What follows belongs to an exercise in optimizing a design on an open flow for a short achievable clock period and few clock cycles per item; a production flow would make more cautious choices. Function was checked by simulation only, so behaviour that the tests miss may differ from the original. Power and IR drop assume default switching activity.

[constraint.sdc]
create_clock -name core_clock -period 8.0 [get_ports {clk}]
set_input_delay 1.6000 -clock core_clock [delete_from_list [all_inputs] [get_ports {clk}]]
set_output_delay 1.6000 -clock core_clock [all_outputs]
set_load 0.01 [all_outputs]
[design.v]
`timescale 1ns/1ps
module ibuf_rdreq_mgmt #(
  parameter int unsigned BW       = 9,
  parameter int unsigned TAG_W    = 5,
  parameter int unsigned MX_OS_RQ = 4
) (
  input  logic             clk,
  input  logic             rst,
  input  logic [2:0]       cfg_max_rd_req_size,
  input  logic [63:0]      lbuf_addr,
  input  logic [31:0]      lbuf_len,
  input  logic             lbuf_en,
  output logic             lbuf_dn,
  input  logic [BW:0]      cons,
  output logic [BW:0]      committed_prod,
  output logic             rd,
  output logic [63:0]      hst_addr,
  output logic [9:0]       rd_qw,
  input  logic             rd_ack,
  input  logic [TAG_W-1:0] rd_tag,
  input  logic [TAG_W-1:0] cpl_tag,
  output logic [BW-1:0]    cpl_base,
  input  logic             cpl_vld,
  input  logic             cpl_last,
  output logic             err
);
  localparam int unsigned N    = MX_OS_RQ;
  localparam int unsigned PtrW = (N > 1) ? $clog2(N) : 1;
  typedef logic [BW:0] ptr_t;
  function automatic logic [PtrW-1:0] ptr_add(input logic [PtrW-1:0] p, input int unsigned k);
    ptr_add = PtrW'((int'(p) + k) % N);
  endfunction
  function automatic logic [32:0] pp_add32(input logic [31:0] a, input logic [31:0] b,
                                           input logic ci);
    logic [31:0] g, p, gg, pp;
    g  = a & b;
    p  = a ^ b;
    gg = g;
    pp = p;
    gg[0] = g[0] | (p[0] & ci);
    for (int d = 1; d < 32; d = d * 2) begin
      for (int i = 31; i >= d; i--) begin
        gg[i] = gg[i] | (pp[i] & gg[i-d]);
        pp[i] = pp[i] & pp[i-d];
      end
    end
    pp_add32 = {gg[31], p ^ {gg[30:0], ci}};
  endfunction
  function automatic logic [10:0] pp_add10(input logic [9:0] a, input logic [9:0] b,
                                           input logic ci);
    logic [9:0] g, p, gg, pp;
    g  = a & b;
    p  = a ^ b;
    gg = g;
    pp = p;
    gg[0] = g[0] | (p[0] & ci);
    for (int d = 1; d < 10; d = d * 2) begin
      for (int i = 9; i >= d; i--) begin
        gg[i] = gg[i] | (pp[i] & gg[i-d]);
        pp[i] = pp[i] & pp[i-d];
      end
    end
    pp_add10 = {gg[9], p ^ {gg[8:0], ci}};
  endfunction
  function automatic logic [51:0] pp_inc52(input logic [51:0] a);
    logic [51:0] pp;
    pp = a;
    for (int d = 1; d < 52; d = d * 2) begin
      for (int i = 51; i >= d; i--) begin
        pp[i] = pp[i] & pp[i-d];
      end
    end
    pp_inc52 = a ^ {pp[50:0], 1'b1};
  endfunction
  function automatic logic [9:0] sub10(input logic [9:0] a, input logic [9:0] b);
    logic [10:0] s;
    s = pp_add10(a, ~b, 1'b1);
    sub10 = s[9:0];
  endfunction
  function automatic logic lt10(input logic [9:0] a, input logic [9:0] b);
    logic [10:0] s;
    s = pp_add10(a, ~b, 1'b1);
    lt10 = !s[10];
  endfunction
  function automatic logic fits_y(input ptr_t y, input ptr_t cs);
    logic [9:0] s;
    s = sub10(y, cs);
    fits_y = !s[9];
  endfunction
  function automatic logic [9:0] mx_of(input logic [2:0] c);
    unique case (c)
      3'd0:    mx_of = 10'd16;
      3'd1:    mx_of = 10'd32;
      3'd2:    mx_of = 10'd64;
      3'd3:    mx_of = 10'd128;
      3'd4:    mx_of = 10'd256;
      default: mx_of = 10'd512;
    endcase
  endfunction
  function automatic logic [27:0] hm_of(input logic [2:0] c);
    unique case (c)
      3'd0:    hm_of = 28'hFFF_FFFF;
      3'd1:    hm_of = 28'hFFF_FFFE;
      3'd2:    hm_of = 28'hFFF_FFFC;
      3'd3:    hm_of = 28'hFFF_FFF8;
      3'd4:    hm_of = 28'hFFF_FFF0;
      default: hm_of = 28'hFFF_FFE0;
    endcase
  endfunction
  logic             busy_q;      
  logic             more_q;      
  logic [63:12]     hi_q;        
  logic [8:0]       lo_q;        
  logic [2:0]       lb_q;        
  logic [9:0]       bnd_q;       
  logic [31:0]      left_q;      
  logic [9:0]       chunk_q;     
  logic [9:0]       mx_q;
  logic [27:0]      hm_q;
  logic             rd_q;
  logic             dn_q;
  ptr_t             iprod_q;
  ptr_t             cons_q;      
  ptr_t             comm_q;
  logic             err_q;
  logic [N-1:0]     vld_q, done_q;
  logic [TAG_W-1:0] tag_q  [N];
  logic [BW-1:0]    base_q [N];
  ptr_t             end_q  [N];
  logic [PtrW-1:0]  hd_q, wp_q;
  logic [N-1:0] hit, hit_nd;
  logic         legal;
  always_comb begin
    for (int i = 0; i < N; i++) begin
      hit[i]    = vld_q[i] && (tag_q[i] == cpl_tag);
      hit_nd[i] = hit[i] && !done_q[i];
    end
  end
  assign legal = |hit_nd;
  logic [N*TAG_W-1:0] tag_flat;
  always_comb begin
    for (int i = 0; i < N; i++) begin
      tag_flat[i*TAG_W +: TAG_W] = tag_q[i];
    end
  end
  localparam int unsigned GW = 3;
  for (genvar g = 0; g < BW; g += GW) begin : g_cpl_base
    localparam int unsigned W = (BW - g < GW) ? BW - g : GW;
    logic [N*W-1:0] bases_g;
    always_comb begin
      for (int i = 0; i < N; i++) begin
        bases_g[i*W +: W] = base_q[i][g +: W];
      end
    end
    ibuf_rdreq_cpl_base #(.N(N), .BW(W), .TAG_W(TAG_W)) u_cpl_base (
      .cpl_tag  (cpl_tag),
      .vld      (vld_q),
      .tags     (tag_flat),
      .bases    (bases_g),
      .cpl_base (cpl_base[g +: W])
    );
  end
  logic [N-1:0]    run_mask;
  logic [PtrW:0]   run_len;
  ptr_t            run_end;
  logic            run_all;
  always_comb begin
    logic            go;
    logic [PtrW-1:0] p;
    run_mask = '0;
    run_len  = '0;
    run_end  = end_q[hd_q];
    go       = 1'b1;
    for (int k = 0; k < N; k++) begin
      p = ptr_add(hd_q, k);
      if (k > 0) go = go && vld_q[p] && done_q[p];
      if (go) begin
        run_mask[p] = 1'b1;
        run_len     = run_len + 1'b1;
        run_end     = end_q[p];
      end
    end
    run_all = (vld_q & ~run_mask) == '0;
  end
  logic head_hit;
  assign head_hit = cpl_vld && cpl_last && hit_nd[hd_q];
  logic full3, full4;
  always_comb begin
    logic [PtrW:0] cnt;
    cnt = '0;
    for (int i = 0; i < N; i++) cnt = cnt + vld_q[i];
    full3 = cnt == (PtrW+1)'(N - 1);
    full4 = cnt == (PtrW+1)'(N);
  end
  logic push;
  assign push = rd_q && rd_ack;
  logic full_nx, empty_nx;
  assign full_nx  = !head_hit && (push ? full3 : full4);
  assign empty_nx = !push && ((vld_q == '0) || (head_hit && run_all));
  logic [31:0]  left1;
  logic [9:0]   bnd1, c1;
  logic         wrap4k, more1;
  logic [8:0]   lo1;
  logic [63:12] hi1;
  ptr_t         iprod1;
  logic         lt_l, lt_b, l_lt_b, sel1_l, sel1_b;
  logic         fit1_m, fit1_l, fit1_b, fit1, fit_c;
  always_comb begin
    logic [32:0] s32;
    logic [10:0] s10;
    s32    = pp_add32(left_q, ~{22'b0, chunk_q}, 1'b1);
    left1  = s32[31:0];
    wrap4k = bnd_q == chunk_q;
    bnd1   = wrap4k ? 10'd512 : sub10(bnd_q, chunk_q);
    s10    = pp_add10({1'b0, lo_q}, {1'b0, chunk_q[8:0]}, 1'b0);
    lo1    = s10[8:0];
    hi1    = wrap4k ? pp_inc52(hi_q) : hi_q;
    s10    = pp_add10(iprod_q, chunk_q, 1'b0);
    iprod1 = s10[9:0];
    more1  = !((left_q[31:10] == '0) && (left_q[9:0] == chunk_q));
    lt_l   = ~|(left1[31:4] & hm_q);
    lt_b   = ~|(bnd1[9:4] & hm_q[5:0]);
    l_lt_b = wrap4k ? (left1[31:9] == '0)
                    : ((left_q[31:10] == '0) && lt10(left_q[9:0], bnd_q));
    sel1_l = lt_l && (l_lt_b || !lt_b);
    sel1_b = !sel1_l && lt_b;
    if (sel1_l)      c1 = left1[9:0];
    else if (sel1_b) c1 = bnd1;
    else             c1 = mx_q;
  end
  ptr_t pm_q, pl_q, pb_q, pc_q;
  ptr_t pm1, pb1, pc1;
  always_comb begin
    logic [10:0] s10;
    s10 = pp_add10(pm_q, chunk_q, 1'b0);
    pm1 = s10[9:0];
    pb1 = pb_q ^ {wrap4k, 9'b0};
  end
  assign fit1_m = fits_y(pm1, cons);
  assign fit1_l = (left1[31:10] == '0) && (left1[9:0] <= 10'd512) && fits_y(pl_q, cons);
  assign fit1_b = fits_y(pb1, cons);
  assign fit1   = fit1_m || fit1_l || fit1_b;
  assign fit_c  = fits_y(pc_q, cons);
  logic         start;
  logic [9:0]   mx0, bnd0, c0;
  logic [27:0]  hm0;
  logic         more0, fit0;
  ptr_t         pm0, pl0, pb0, pc0;
  always_comb begin
    logic lt_l0, lt_b0, l_lt_b0, sel0_l, sel0_b;
    ptr_t used, free;
    logic [10:0] s10;
    start   = lbuf_en && !busy_q;
    mx0     = mx_of(cfg_max_rd_req_size);
    hm0     = hm_of(cfg_max_rd_req_size);
    bnd0    = sub10(10'd512, {1'b0, lbuf_addr[11:3]});
    lt_l0   = ~|(lbuf_len[31:4] & hm0);
    lt_b0   = ~|(bnd0[9:4] & hm0[5:0]);
    s10     = pp_add10(lbuf_len[9:0], {1'b0, lbuf_addr[11:3]}, 1'b0);
    l_lt_b0 = (lbuf_len[31:10] == '0) && (s10[10:9] == 2'b00);
    sel0_l  = lt_l0 && (l_lt_b0 || !lt_b0);
    sel0_b  = !sel0_l && lt_b0;
    if (sel0_l)      c0 = lbuf_len[9:0];
    else if (sel0_b) c0 = bnd0;
    else             c0 = mx0;
    pm0     = sub10(pp_add10(iprod_q, mx0, 1'b0), 10'd1);
    pl0     = sub10(pp_add10(iprod_q, lbuf_len[9:0], 1'b0), 10'd1);
    pb0     = pp_add10(iprod_q, {1'b0, ~lbuf_addr[11:3]}, 1'b0);
    pc0     = sel0_l ? pl0 : sel0_b ? pb0 : pm0;
    more0   = lbuf_len != '0;
    used    = sub10(iprod_q, cons_q);
    free    = sub10(10'd512, used);
    fit0    = !lt10(free, mx0) ||
              ((lbuf_len[31:10] == '0) && !lt10(free, lbuf_len[9:0])) ||
              !lt10(free, bnd0);
  end
  always_ff @(posedge clk or negedge rst) begin
    if (!rst) begin
      busy_q  <= 1'b0;
      more_q  <= 1'b0;
      hi_q    <= '0;
      lo_q    <= '0;
      lb_q    <= '0;
      bnd_q   <= 10'd512;
      left_q  <= '0;
      chunk_q <= '0;
      mx_q    <= 10'd16;
      hm_q    <= 28'hFFF_FFFF;
      rd_q    <= 1'b0;
      dn_q    <= 1'b0;
      iprod_q <= '0;
      cons_q  <= '0;
      pm_q    <= '0;
      pl_q    <= '0;
      pb_q    <= '0;
      pc_q    <= '0;
    end else begin
      cons_q <= cons;
      if (start) begin
        busy_q  <= more0;
        dn_q    <= !more0;
        more_q  <= more0;
        hi_q    <= lbuf_addr[63:12];
        lo_q    <= lbuf_addr[11:3];
        lb_q    <= lbuf_addr[2:0];
        bnd_q   <= bnd0;
        left_q  <= lbuf_len;
        chunk_q <= c0;
        mx_q    <= mx0;
        hm_q    <= hm0;
        rd_q    <= more0 && fit0;
        pm_q    <= pm0;
        pl_q    <= pl0;
        pb_q    <= pb0;
        pc_q    <= pc0;
      end else if (push) begin
        more_q  <= more1;
        hi_q    <= hi1;
        lo_q    <= lo1;
        bnd_q   <= bnd1;
        left_q  <= left1;
        chunk_q <= c1;
        iprod_q <= iprod1;
        rd_q    <= more1 && !full_nx && fit1;
        pm_q    <= pm1;
        pb_q    <= pb1;
        pc_q    <= sel1_l ? pl_q : sel1_b ? pb1 : pm1;
        dn_q    <= 1'b0;
      end else begin
        rd_q    <= busy_q && more_q && !full_nx && fit_c;
        dn_q    <= busy_q && !more_q && empty_nx;
        if (busy_q && !more_q && empty_nx) begin
          busy_q <= 1'b0;
        end
      end
    end
  end
  always_ff @(posedge clk or negedge rst) begin
    if (!rst) begin
      vld_q  <= '0;
      done_q <= '0;
      for (int i = 0; i < N; i++) begin
        tag_q[i]  <= '0;
        base_q[i] <= '0;
        end_q[i]  <= '0;
      end
      hd_q   <= '0;
      wp_q   <= '0;
      comm_q <= '0;
      err_q  <= 1'b0;
    end else begin
      if (cpl_vld && !legal) begin
        err_q <= 1'b1;
      end
      for (int i = 0; i < N; i++) begin
        if (cpl_vld && cpl_last && hit_nd[i]) begin
          done_q[i] <= 1'b1;
        end
        if (head_hit && run_mask[i]) begin
          vld_q[i]  <= 1'b0;
          done_q[i] <= 1'b0;
        end
      end
      if (head_hit) begin
        comm_q <= run_end;
        hd_q   <= hd_q + run_len[PtrW-1:0];
      end
      if (push) begin
        vld_q[wp_q]  <= 1'b1;
        done_q[wp_q] <= 1'b0;
        tag_q[wp_q]  <= rd_tag;
        base_q[wp_q] <= iprod_q[BW-1:0];
        end_q[wp_q]  <= iprod1;
        wp_q         <= ptr_add(wp_q, 1);
      end
    end
  end
  assign lbuf_dn        = dn_q;
  assign committed_prod = comm_q;
  assign rd             = rd_q;
  assign hst_addr       = {hi_q, lo_q, lb_q};
  assign rd_qw          = chunk_q;
  assign err            = err_q;
endmodule
module ibuf_rdreq_cpl_base #(
  parameter int unsigned N     = 4,
  parameter int unsigned BW    = 9,
  parameter int unsigned TAG_W = 5
) (
  input  logic [TAG_W-1:0]   cpl_tag,
  input  logic [N-1:0]       vld,
  input  logic [N*TAG_W-1:0] tags,
  input  logic [N*BW-1:0]    bases,
  output logic [BW-1:0]      cpl_base
);
  always_comb begin
    cpl_base = '0;
    for (int i = 0; i < N; i++) begin
      if (vld[i] && (tags[i*TAG_W +: TAG_W] == cpl_tag)) begin
        cpl_base = cpl_base | bases[i*BW +: BW];
      end
    end
  end
endmodule
[config.mk]
export PLATFORM = sky130hd
export DESIGN_NAME = ibuf_rdreq_mgmt
export DESIGN_NICKNAME = ibuf_rdreq_mgmt
export VERILOG_FILES = /design/flow/design.v
export SDC_FILE = /design/flow/constraint.sdc
export NUM_CORES = 4
export LEC_CHECK = 0
export CAP_MARGIN = 20
export CORE_MARGIN = 2
export CORE_UTILIZATION = 40
export SETUP_SLACK_MARGIN = 4
export SLEW_MARGIN = 20
export SYNTH_HIERARCHICAL = 1
export SYNTH_MINIMUM_KEEP_SIZE = 0
export TNS_END_PERCENT = 100
[run.sh]
#!/bin/bash
# synth_recipe.tcl (not shown) runs the flow's synth.tcl, then flattens the netlist and writes it again
# the make line also repeats each setting of config.mk as NAME=value (left out here)
make -C /OpenROAD-flow-scripts/flow DESIGN_CONFIG=/design/flow/config.mk WORK_HOME=/design/flow/orfs CLKGATE_MAP_FILE= SYNTH_SCRIPT=/design/flow/synth_recipe.tcl finish
==> out/qor.csv <==
stage,metric,value,unit
drt,starting DRC count in detailed routing,2118,
placement,DPL Wire Length,57.0,mm
sta,Final Slew Violations,0,
power,Power Total,12.3,mW
critical_path,startpoint types,register,
critical_path,CP Cell Sequence,"clkinv_4, ha_4, inv_2, fa_2, a21o_1, a21oi_2, o21bai_2, a2111oi_2, nor3_1, xor2_1, buf_4, buf_4, xnor2_1, ha_1, a21o_1, a211o_1, a2111oi_4, o32a_1, o211ai_1",
run_status,status,no timing/DRC/antenna violations,
synthesis,Compound-Gate Fraction of Synth Area,0.179,
synthesis,top-count cell post-synth,nand2_1,
synthesis,Mapped Cells,2595,
grt,global route hottest layer,met2,
cts,worst skew pair latency,0.57,ns
sta,fmax,0.225,GHz
synthesis,"Async S/R FF share, synth",1.00,
sta,Fin Hold WS,0.487,ns
synthesis,largest family of logic cells by synthesized area,simple AND/OR/NAND/NOR gates,
sta,Worst Max-Slew Pin Slew,1.09,ns
grt,antenna violations before repair,1,
synthesis,"Avg Cell Area, Syn",8.67,um2
grt,met3 usage,0.0467,
cts,hold_buf cts,0,
power,Worst VDD drop,0.000223,V
grt,met1 GRT Util,0.370,
drt,DR WL/cell,22.6,um
placement,port bufs,220,
synthesis,most common library cells after synthesis,"nand2_1, dfrtp_1, o21ai_0",
sta,RSZ-0062 raised after global routing,yes,
synthesis,"FF+latch count, synth",309,
die,standard-cell rows,86,
critical_path,CP Data Required Time,8.45,ns
min_path,Min-Delay Path Class,reg -> reg,
layout,area delta synth->final,26.2,%
synthesis,Post-Synth Simple-Gate Area,0.186,
placement,Placed Instances,3469,
die,die width,241,um
sta,Rel. slew slack,0.274,
synthesis,Yosys Warn Count,11,
synthesis,Cell variety after synth,77,
die,initial core utilization,0.406,
critical_path,Critical Path Fanout Max,3,
synthesis,register area share after synthesis,0.344,
synthesis,synth top area cells,"dfrtp_1, ha_1, nand2_1, xor2_1, o21ai_0",
layout,final std cells w/o fill,3626,
cts,Clock Sinks,309,
power,cell leakage power,12.1,nW
sta,Setup Viol. Count Final,0,
synthesis,top_reg_cell synth,dfrtp_1,
grt,vias in the first global route,20800,
cts,CTS root buf,clkbuf_16,
power,pwr dens,433,mW/mm2
drt,Final Routed Wirelength,81.9,mm
layout,# nets final,3162,
cts,clock-pin slew on the worst setup and hold paths,0.07,ns
drt,# DRC,0,
critical_path,CP peak stage delay,0.56,ns
sta,Worst Clk Skew,0.0175,ns
grt,grt met2 use,0.453,
grt,GRT Resource Usage Total,0.277,
synthesis,Post-Synth Adder-Cell Area,0.107,
placement,Post-DP Area,0.0256,mm2
drt,Via Count,21400,
drt,vias per cell,5.91,
synthesis,xor-xnor portion of the synthesized cell area,0.0987,
sta,final hold violation count,0,
layout,post-layout instance area,0.0284,mm2
layout,filler cell count,5142,
synthesis,"area leader, netlist",dfrtp_1,
cts,H-tree levels,2,
synthesis,multiplexer share of the synthesized area,0.0462,
grt,first-pass GRT wire length,124,mm
layout,share of cells above drive strength 1,0.140,
sta,Final WS setup,3.55,ns
die,DIE AREA,0.0582,mm2
grt,largest net degree at the start of global routing,171,
critical_path,WS Path Type,reg -> reg,
synthesis,"Net Count, Synth",2906,
job,Max Cap Viol,0,
synthesis,Yosys top cell area share,0.337,
die,Core ar.,0.0554,mm2
drt,post-route ant nets,0,
critical_path,CP Capture Type,register,
drt,DRT Pass-1 Iters,7,
cts,Clock Path Buffers,3,
cts,TritonCTS buffer count,39,
cts,CTS tree,yes,
synthesis,"EDFF count, synth",0,
placement,pre-CTS setup slack,2.08,ns
die,num ports,221,
layout,"Core Util, Final",0.512,
critical_path,critical path arrival,4.89,ns
sta,minimum clock period,4.45,ns
placement,routability congestion estimate from global placement,0.928,
grt,Overflow after GRT,0,
sta,setup tns final,0,ns
die,die height,241,um
synthesis,mapped cell area,0.0225,mm2
critical_path,"Slowest-stage cell, CP",a2111oi_4,
sta,fin crit share,0.556,
## cells by family after synthesis
kind of cell,count (synthesis)
simple gates,894
compound gates,628
flops,309
xor+xnor,252
buf+inv,234
fa+ha+maj,186
mux,92
## critical path: cells and delay by family, from the launching register on
kind | cells | cell delay (ns)
buffers and inverters | 4 | 0.38
and+or+nand+nor | 1 | 0.11
xor gates and xnor gates | 2 | 0.50
DFF | 1 | 0.47
AOI/OAI and AO/OA | 9 | 2.06
adders and majority gates | 3 | 0.77
## worst paths after layout
| kind | endpoint | depth (start not counted) | slack, ns | from |
|---|---|---|---|---|
| setup reg to reg | rd_q$_DFF_PN0_ | 19 | 3.55 | iprod_q[0]$_DFFE_PN0P_ |
| hold reg to reg | lb_q[0]$_DFFE_PN0P_ | 2 | 0.49 | lb_q[0]$_DFFE_PN0P_ |
| setup / recovery | rd_q$_DFF_PN0_ | 19 | 3.55 | iprod_q[0]$_DFFE_PN0P_ |
| hold / removal | lb_q[0]$_DFFE_PN0P_ | 2 | 0.49 | lb_q[0]$_DFFE_PN0P_ |
| max in group asynchronous | chunk_q[5]$_DFFE_PN0P_ | 2 | 5.38 | rst |
| min in group asynchronous | tag_q[0][3]$_DFFE_PN0P_ | 1 | 1.04 | rst |
## what timing repair did
| item | in CTS | in global routing |
|---|---|---|
| endpoints found under the setup margin | 74 | 48 |
| setup buffers | 48 | 31 |
| endpoints found under the hold margin | 0 | 0 |
| cloned | 9 | 1 |
| resized for setup | 189 | 86 |
| pin swaps | 51 | 58 |
## sequential cells by signal (all words and copies together) (netlist names), 5 cells and up
signal / cells
pl_q: 10
pm_q: 10
cons_q: 10
comm_q: 10
chunk_q: 10
tag_q: 20
base_q: 36
mx_q: 5
hm_q: 5
pb_q: 10
left_q: 32
bnd_q: 10
pc_q: 10
end_q: 40
hi_q: 52
iprod_q: 10
lo_q: 9
## area by class of cell
cell class | instances | area [um2] | share of cell area
Sequential cell | 309 | 7750 | 0.273
Timing Repair Buffer | 326 | 3180 | 0.112
Inverter | 118 | 457 | 0.0161
Antenna cell | 2 | 5.00 | 0.000176
Clock buffer | 62 | 1210 | 0.0428
Multi-Input combinational cell | 2057 | 14800 | 0.520
Clock inverter | 4 | 73.8 | 0.00260
Tap cell | 748 | 936 | 0.0330
## power by group
part           internal, mW  switching, mW  leakage, nW
clock network          1.10          0.724        0.632
registers              2.28          0.979         3.83
logic                  3.14           4.06         7.64
## cell usage in the layout, fill, tap and decap left out, types with 15 or more instances in the layout
cell type | synthesis | layout
buf_4 | 1 | 89
xor2_1 | 133 | 120
a31oi_1 | 22 | 22
nor2_1 | 199 | 195
clkdlybuf4s50_1 | 0 | 188
nand2_1 | 348 | 340
a222oi_1 | 39 | 39
o21ai_0 | 218 | 214
nand2b_1 | 21 | 20
a21o_1 | 27 | 27
ha_1 | 176 | 165
nor4_1 | 34 | 18
and3_1 | 20 | 20
o211ai_1 | 33 | 33
mux2_2 | 55 | 55
xnor2_1 | 118 | 105
a22oi_1 | 15 | 15
nand4_1 | 82 | 82
dfrtp_1 | 303 | 293
a21oi_1 | 128 | 126
nor3_1 | 36 | 32
inv_1 | 117 | 110
or3_1 | 17 | 16
mux2i_1 | 33 | 32
nand3_1 | 62 | 62
clkbuf_16 | 0 | 41
## layer usage
| layer | part of all wire | routed length [um] | vias to the layer above |
|---|---|---|---|
| met5 | 0 | 0 | - |
| met4 | 0.035 | 2850 | 0 |
| met3 | 0.071 | 5820 | 196 |
| met2 | 0.48 | 39000 | 843 |
| met1 | 0.42 | 34200 | 10500 |
| li1 | - | - | 9853 |
Testbench counts, summed over its fixed seeds: cycles 27,721, qwords 237,937.

==> re-timing with driven ports <==
The flow's constraints put no driver on any port. The routed layout listed below was extracted and timed again, unchanged, in two steps.
Step 1 (the two cells are an assumption about what drives the block):
set clk [get_ports {clk}]
set_driving_cell -lib_cell sky130_fd_sc_hd__clkbuf_16 $clk
set_driving_cell -lib_cell sky130_fd_sc_hd__buf_2 [delete_from_list [all_inputs] $clk]
Step 2 moves the port delays by t, midway between the first and last clock arrival at a register: inputs arrive t later, outputs are due t later. That takes back most of the time a late clock gives input paths.
Three values: ideal, step 1, step 2; two values: the first two.
t, ns: 0.627
slack for setup (ns): 3.552 / 3.452 / 3.241
worst setup path after step 2: input to register
After both steps this run still meets setup and hold. For this run, drivers alone change the setup slack by -0.100 ns; drivers and shift together by -0.311 ns.
